From an optimization exercise on the open Yosys and OpenROAD flow, aimed at small area and a short achievable clock period; shortcuts taken in it are not production practice.

==> flow/design.v <==
`default_nettype none
package spm_pkg;
    parameter int SAMPLE_WIDTH_DEFAULT = 16;
    parameter int FIFO_DEPTH_DEFAULT = 16;
    parameter int INTERVAL_WIDTH = 32;
    parameter int TIMER_WIDTH = 32;
    parameter int SAMPLE_MAX_WIDTH = 32;
    function automatic logic [SAMPLE_MAX_WIDTH-1:0] end_marker(input integer width);
        end_marker = 32'd1 << (width - 1);
    endfunction
    function automatic logic [SAMPLE_MAX_WIDTH-1:0] most_negative(input integer width);
        most_negative = end_marker(width) + 32'd1;
    endfunction
    function automatic logic [SAMPLE_MAX_WIDTH-1:0] most_positive(input integer width);
        most_positive = end_marker(width) - 32'd1;
    endfunction
endpackage
`default_nettype wire
`default_nettype none
`timescale 1ns/10ps
module spm_top #(
    parameter int SAMPLE_WIDTH = spm_pkg::SAMPLE_WIDTH_DEFAULT,
    parameter int FIFO_DEPTH   = spm_pkg::FIFO_DEPTH_DEFAULT
) (
    input  logic                               clk,
    input  logic                               reset,
    input  logic                               enable,
    input  logic                               start,
    input  logic [spm_pkg::INTERVAL_WIDTH-1:0] interval,
    input  logic signed [SAMPLE_WIDTH-1:0]     data_in,
    input  logic                               data_in_valid,
    output logic                               data_in_ready,
    output logic signed [SAMPLE_WIDTH-1:0]     min_out,
    output logic signed [SAMPLE_WIDTH-1:0]     max_out,
    output logic                               min_out_valid,
    output logic                               max_out_valid,
    input  logic                               min_out_ready,
    input  logic                               max_out_ready,
    output logic [spm_pkg::TIMER_WIDTH-1:0]    timer,
    output logic                               busy,
    output logic                               done
);
    localparam int AW = $clog2(FIFO_DEPTH);
    localparam int IW = spm_pkg::INTERVAL_WIDTH;
    localparam int TW = spm_pkg::TIMER_WIDTH;
    localparam logic [SAMPLE_WIDTH-1:0] END_MARKER = {1'b1, {(SAMPLE_WIDTH-1){1'b0}}};
    function automatic logic [31:0] inc32(input logic [31:0] x);
        logic [7:0] grp;
        logic [7:0] pre;
        logic       c;
        for (int k = 0; k < 8; k++) grp[k] = &x[4*k +: 4];
        pre[0] = 1'b1;
        for (int k = 1; k < 8; k++) pre[k] = pre[k-1] & grp[k-1];
        for (int i = 0; i < 32; i++) begin
            c = pre[i / 4];
            for (int j = 4 * (i / 4); j < i; j++) c = c & x[j];
            inc32[i] = x[i] ^ c;
        end
    endfunction
    function automatic logic [31:0] dec32(input logic [31:0] x);
        dec32 = ~inc32(~x);
    endfunction
    localparam int SLOTS = FIFO_DEPTH - 1;
    logic signed [SAMPLE_WIDTH-1:0] mn [SLOTS];
    logic signed [SAMPLE_WIDTH-1:0] mx [SLOTS];
    localparam int JW = FIFO_DEPTH / 2;
    logic [AW:0]   cnt_mn, cnt_mx;
    logic [JW-1:0] occ_mn, occ_mx;
    function automatic logic jstate(input logic [JW-1:0] j, input int k);
        if (k == 0)       jstate = !j[JW-1] && !j[0];
        else if (k < JW)  jstate = j[k-1] && !j[k];
        else if (k == JW) jstate = j[JW-1] && j[0];
        else              jstate = !j[k-JW-1] && j[k-JW];
    endfunction
    logic [IW-1:0] iq;       
    logic          n1;       
    logic [IW-1:0] rem;      
    logic [IW-1:0] base;     
    logic          have;     
    logic          last;     
    logic ready_int, accept, marker, smp, shift, push, pop_mn, pop_mx;
    logic wr0_mn, wr0_mx, start_run, head_mn, head_mx;
    logic signed [SAMPLE_WIDTH-1:0] hd_mn, hd_mx;
    logic in0_mn, in0_mx;
    logic hdv_mn, hdv_mx;    
    logic signed [SAMPLE_WIDTH-1:0] rd_mn, rd_mx;
    logic lt_mn, gt_mx;
    spm_lt #(.W(SAMPLE_WIDTH)) i_lt_mn (.a(data_in), .b(mn[0]),   .lt(lt_mn));
    spm_lt #(.W(SAMPLE_WIDTH)) i_gt_mx (.a(mx[0]),   .b(data_in), .lt(gt_mx));
    logic ready_next;
    assign ready_next    = (start_run || (busy && !(accept && marker)))
                        && !((cnt_mn[AW] || (cnt_mn == (AW+1)'(FIFO_DEPTH - 1) && push)) && !pop_mn)
                        && !((cnt_mx[AW] || (cnt_mx == (AW+1)'(FIFO_DEPTH - 1) && push)) && !pop_mx);
    assign data_in_ready = enable && ready_int;
    assign accept        = data_in_valid && data_in_ready;
    assign marker        = (data_in == END_MARKER);
    assign smp           = accept && !marker;
    assign shift         = smp && !have;
    assign push          = accept && (marker ? have : last);
    assign wr0_mn        = smp && (!have || lt_mn);
    assign wr0_mx        = smp && (!have || gt_mx);
    assign start_run     = enable && !busy && start;
    assign base          = have ? rem : iq;
    assign min_out       = (mn[0] & {SAMPLE_WIDTH{in0_mn}}) | (hd_mn & {SAMPLE_WIDTH{hdv_mn}});
    assign max_out       = (mx[0] & {SAMPLE_WIDTH{in0_mx}}) | (hd_mx & {SAMPLE_WIDTH{hdv_mx}});
    assign pop_mn        = min_out_valid && min_out_ready;
    assign pop_mx        = max_out_valid && max_out_ready;
    assign head_mn       = push && (cnt_mn == '0 || (cnt_mn == (AW+1)'(1) && pop_mn));
    assign head_mx       = push && (cnt_mx == '0 || (cnt_mx == (AW+1)'(1) && pop_mx));
    always_comb begin
        rd_mn = '0;
        rd_mx = '0;
        for (int i = 0; i < SLOTS; i++) begin
            rd_mn = rd_mn | (mn[i] & {SAMPLE_WIDTH{jstate(occ_mn, (i + 2) % FIFO_DEPTH)}});
            rd_mx = rd_mx | (mx[i] & {SAMPLE_WIDTH{jstate(occ_mx, (i + 2) % FIFO_DEPTH)}});
        end
    end
    always_ff @(posedge clk) begin
        if (shift) begin
            for (int i = 1; i < SLOTS; i++) begin
                mn[i] <= mn[i-1];
                mx[i] <= mx[i-1];
            end
        end
        if (wr0_mn) mn[0] <= data_in;
        if (wr0_mx) mx[0] <= data_in;
        if (!head_mn && (pop_mn || (in0_mn && shift))) hd_mn <= pop_mn ? rd_mn : mn[0];
        if (!head_mx && (pop_mx || (in0_mx && shift))) hd_mx <= pop_mx ? rd_mx : mx[0];
    end
    always_ff @(posedge clk) begin
        if (enable && !busy) begin
            iq   <= interval;
            n1   <= (interval == IW'(1));
            last <= (interval == IW'(1));
        end else if (accept) begin
            last <= (smp && !last) ? (base == IW'(2)) : n1;
        end
        if (smp && !last) begin
            rem <= dec32(base);
        end
    end
    always_ff @(posedge clk or posedge reset) begin
        if (reset) begin
            cnt_mn        <= '0;
            cnt_mx        <= '0;
            occ_mn        <= '0;
            occ_mx        <= '0;
            min_out_valid <= 1'b0;
            max_out_valid <= 1'b0;
            have          <= 1'b0;
            ready_int     <= 1'b0;
            in0_mn        <= 1'b0;
            in0_mx        <= 1'b0;
            hdv_mn        <= 1'b0;
            hdv_mx        <= 1'b0;
        end else begin
            if (head_mn) begin
                in0_mn <= 1'b1;
                hdv_mn <= 1'b0;
            end else if (pop_mn || shift) begin
                in0_mn <= 1'b0;
                hdv_mn <= 1'b1;
            end
            if (head_mx) begin
                in0_mx <= 1'b1;
                hdv_mx <= 1'b0;
            end else if (pop_mx || shift) begin
                in0_mx <= 1'b0;
                hdv_mx <= 1'b1;
            end
            ready_int <= ready_next;
            case ({push, pop_mn})
                2'b10:   begin cnt_mn <= inc32(32'(cnt_mn)); min_out_valid <= 1'b1; end
                2'b01:   begin cnt_mn <= dec32(32'(cnt_mn)); min_out_valid <= (cnt_mn != (AW+1)'(1)); end
                default: ;
            endcase
            case ({push, pop_mx})
                2'b10:   begin cnt_mx <= inc32(32'(cnt_mx)); max_out_valid <= 1'b1; end
                2'b01:   begin cnt_mx <= dec32(32'(cnt_mx)); max_out_valid <= (cnt_mx != (AW+1)'(1)); end
                default: ;
            endcase
            case ({shift, pop_mn})
                2'b10:   occ_mn <= {occ_mn[JW-2:0], !occ_mn[JW-1]};
                2'b01:   occ_mn <= {!occ_mn[0], occ_mn[JW-1:1]};
                default: ;
            endcase
            case ({shift, pop_mx})
                2'b10:   occ_mx <= {occ_mx[JW-2:0], !occ_mx[JW-1]};
                2'b01:   occ_mx <= {!occ_mx[0], occ_mx[JW-1:1]};
                default: ;
            endcase
            if (accept) have <= smp && !last;
        end
    end
    always_ff @(posedge clk or posedge reset) begin
        if (reset) begin
            busy  <= 1'b0;
            done  <= 1'b0;
            timer <= '0;
        end else if (enable) begin
            if (start_run) begin
                busy  <= 1'b1;
                done  <= 1'b0;
                timer <= '0;
            end else if (busy) begin
                timer <= inc32(timer);
                if (accept && marker) begin
                    busy <= 1'b0;
                    done <= 1'b1;
                end
            end
        end
    end
endmodule
`default_nettype wire
`default_nettype none
module spm_lt #(
    parameter int W = 16
) (
    input  logic [W-1:0] a,
    input  logic [W-1:0] b,
    output logic         lt
);
    localparam int L = $clog2(W);
    localparam int P = 1 << L;
    logic [P-1:0] l [L+1];
    logic [P-1:0] g [L+1];
    always_comb begin
        l[0] = '0;
        g[0] = '0;
        for (int i = 0; i < W; i++) begin
            if (i == W - 1) begin
                l[0][i] = a[i] & ~b[i];
                g[0][i] = ~a[i] & b[i];
            end else begin
                l[0][i] = ~a[i] & b[i];
                g[0][i] = a[i] & ~b[i];
            end
        end
        for (int v = 1; v <= L; v++) begin
            l[v] = '0;
            g[v] = '0;
            for (int i = 0; i < (P >> v); i++) begin
                l[v][i] = l[v-1][2*i+1] | (~g[v-1][2*i+1] & l[v-1][2*i]);
                g[v][i] = g[v-1][2*i+1] | (~l[v-1][2*i+1] & g[v-1][2*i]);
            end
        end
        lt = l[L][0];
    end
endmodule
`default_nettype wire
export LEC_CHECK = 0
export CAP_MARGIN = 20
export CORE_MARGIN = 2
export CORE_UTILIZATION = 60
export CTS_BUF_LIST = sky130_fd_sc_hd__clkbuf_4 sky130_fd_sc_hd__clkbuf_8
export CTS_CLUSTER_SIZE = 30
export SETUP_SLACK_MARGIN = 2.0
export SLEW_MARGIN = 20
create_clock -name core_clock -period 4.5 [get_ports {clk}]
standard.sh (not shown) runs the stock make flow with config.mk's settings and CLKGATE_MAP_FILE= SYNTH_SCRIPT=/design/flow/synth_recipe.tcl, a recipe that flattens the netlist after the stock synthesis.
==> flow/flow/run.sh <==
#!/bin/bash
# Standard layout, with two changes: the clock tree is built without dummy
# loads, and the port buffers are the smallest plain buffer (timing repair
# sizes them up where a path needs it).
set -euo pipefail
export CTS_ARGS="-sink_clustering_enable -repair_clock_nets -sink_clustering_size 16 -sink_clustering_max_diameter 60 -buf_list {sky130_fd_sc_hd__clkbuf_8 sky130_fd_sc_hd__clkbuf_16} -sink_clustering_buffer sky130_fd_sc_hd__clkbuf_8 -root_buf sky130_fd_sc_hd__clkbuf_16 -dont_use_dummy_load"
export BUFFER_PORTS_ARGS="-buffer_cell sky130_fd_sc_hd__buf_1"
bash standard.sh synth > synth.log 2>&1
bash standard.sh finish > layout.log 2>&1
The starting point ran to the end with no violations.
==> next run, changes <==
--- a/flow/design.v
+++ b/flow/design.v
@@ -82,7 +82,6 @@
     logic wr0_mn, wr0_mx, start_run, head_mn, head_mx;
     logic signed [SAMPLE_WIDTH-1:0] hd_mn, hd_mx;
     logic in0_mn, in0_mx;
-    logic hdv_mn, hdv_mx;    
     logic signed [SAMPLE_WIDTH-1:0] rd_mn, rd_mx;
     logic lt_mn, gt_mx;
     spm_lt #(.W(SAMPLE_WIDTH)) i_lt_mn (.a(data_in), .b(mn[0]),   .lt(lt_mn));
@@ -101,8 +100,8 @@
     assign wr0_mx        = smp && (!have || gt_mx);
     assign start_run     = enable && !busy && start;
     assign base          = have ? rem : iq;
-    assign min_out       = (mn[0] & {SAMPLE_WIDTH{in0_mn}}) | (hd_mn & {SAMPLE_WIDTH{hdv_mn}});
-    assign max_out       = (mx[0] & {SAMPLE_WIDTH{in0_mx}}) | (hd_mx & {SAMPLE_WIDTH{hdv_mx}});
+    assign min_out       = in0_mn ? mn[0] : hd_mn;
+    assign max_out       = in0_mx ? mx[0] : hd_mx;
     assign pop_mn        = min_out_valid && min_out_ready;
     assign pop_mx        = max_out_valid && max_out_ready;
     assign head_mn       = push && (cnt_mn == '0 || (cnt_mn == (AW+1)'(1) && pop_mn));
@@ -151,23 +150,11 @@
             ready_int     <= 1'b0;
             in0_mn        <= 1'b0;
             in0_mx        <= 1'b0;
-            hdv_mn        <= 1'b0;
-            hdv_mx        <= 1'b0;
         end else begin
-            if (head_mn) begin
-                in0_mn <= 1'b1;
-                hdv_mn <= 1'b0;
-            end else if (pop_mn || shift) begin
-                in0_mn <= 1'b0;
-                hdv_mn <= 1'b1;
-            end
-            if (head_mx) begin
-                in0_mx <= 1'b1;
-                hdv_mx <= 1'b0;
-            end else if (pop_mx || shift) begin
-                in0_mx <= 1'b0;
-                hdv_mx <= 1'b1;
-            end
+            if (head_mn)                   in0_mn <= 1'b1;
+            else if (pop_mn || shift)      in0_mn <= 1'b0;
+            if (head_mx)                   in0_mx <= 1'b1;
+            else if (pop_mx || shift)      in0_mx <= 1'b0;
             ready_int <= ready_next;
             case ({push, pop_mn})
                 2'b10:   begin cnt_mn <= inc32(32'(cnt_mn)); min_out_valid <= 1'b1; end
Die area drops slightly.
Via count went down slightly.
First-iteration DRC count goes down by about a fifth.
Worst setup slack loses 0.054 ns.
Non-clock buffer count went down by 17.
No run of this note included a check of the RTL's function; only the layout flow was run.

[afterwards: timing with drivers on the ports]
Ports are ideal in the flow. The routed layouts listed here were re-timed in OpenROAD. Step 1 (the two cells are an assumption about what drives the block):
set clk [get_ports {clk}]
set_driving_cell -lib_cell sky130_fd_sc_hd__clkbuf_16 $clk
set_driving_cell -lib_cell sky130_fd_sc_hd__buf_2 [delete_from_list [all_inputs] $clk]
Step 2, shift: input delay + t, output delay - t, t = (earliest + latest rising clock arrival at the registers) / 2. This alone moves slack from input paths to output paths. a / b / c = ideal ports / drivers / drivers and shift; a / b = the first two.
| run | shift t [ns] | setup WS [ns] | worst hold slack (ns) | worst setup path after step 2 |
|---|---|---|---|---|
| the first run | 0.620 | 1.943 / 1.883 / 1.346 | 0.426 / 0.396 / 0.426 | input to register |
| the second run | 0.615 | 1.888 / 1.828 / 1.412 | 0.407 / 0.375 / 0.426 | input to register |
After both steps setup and hold are still met in every run listed. The setup slack of the first run, which loses most, moves by -0.060 ns with the drivers and by -0.597 ns with both steps.
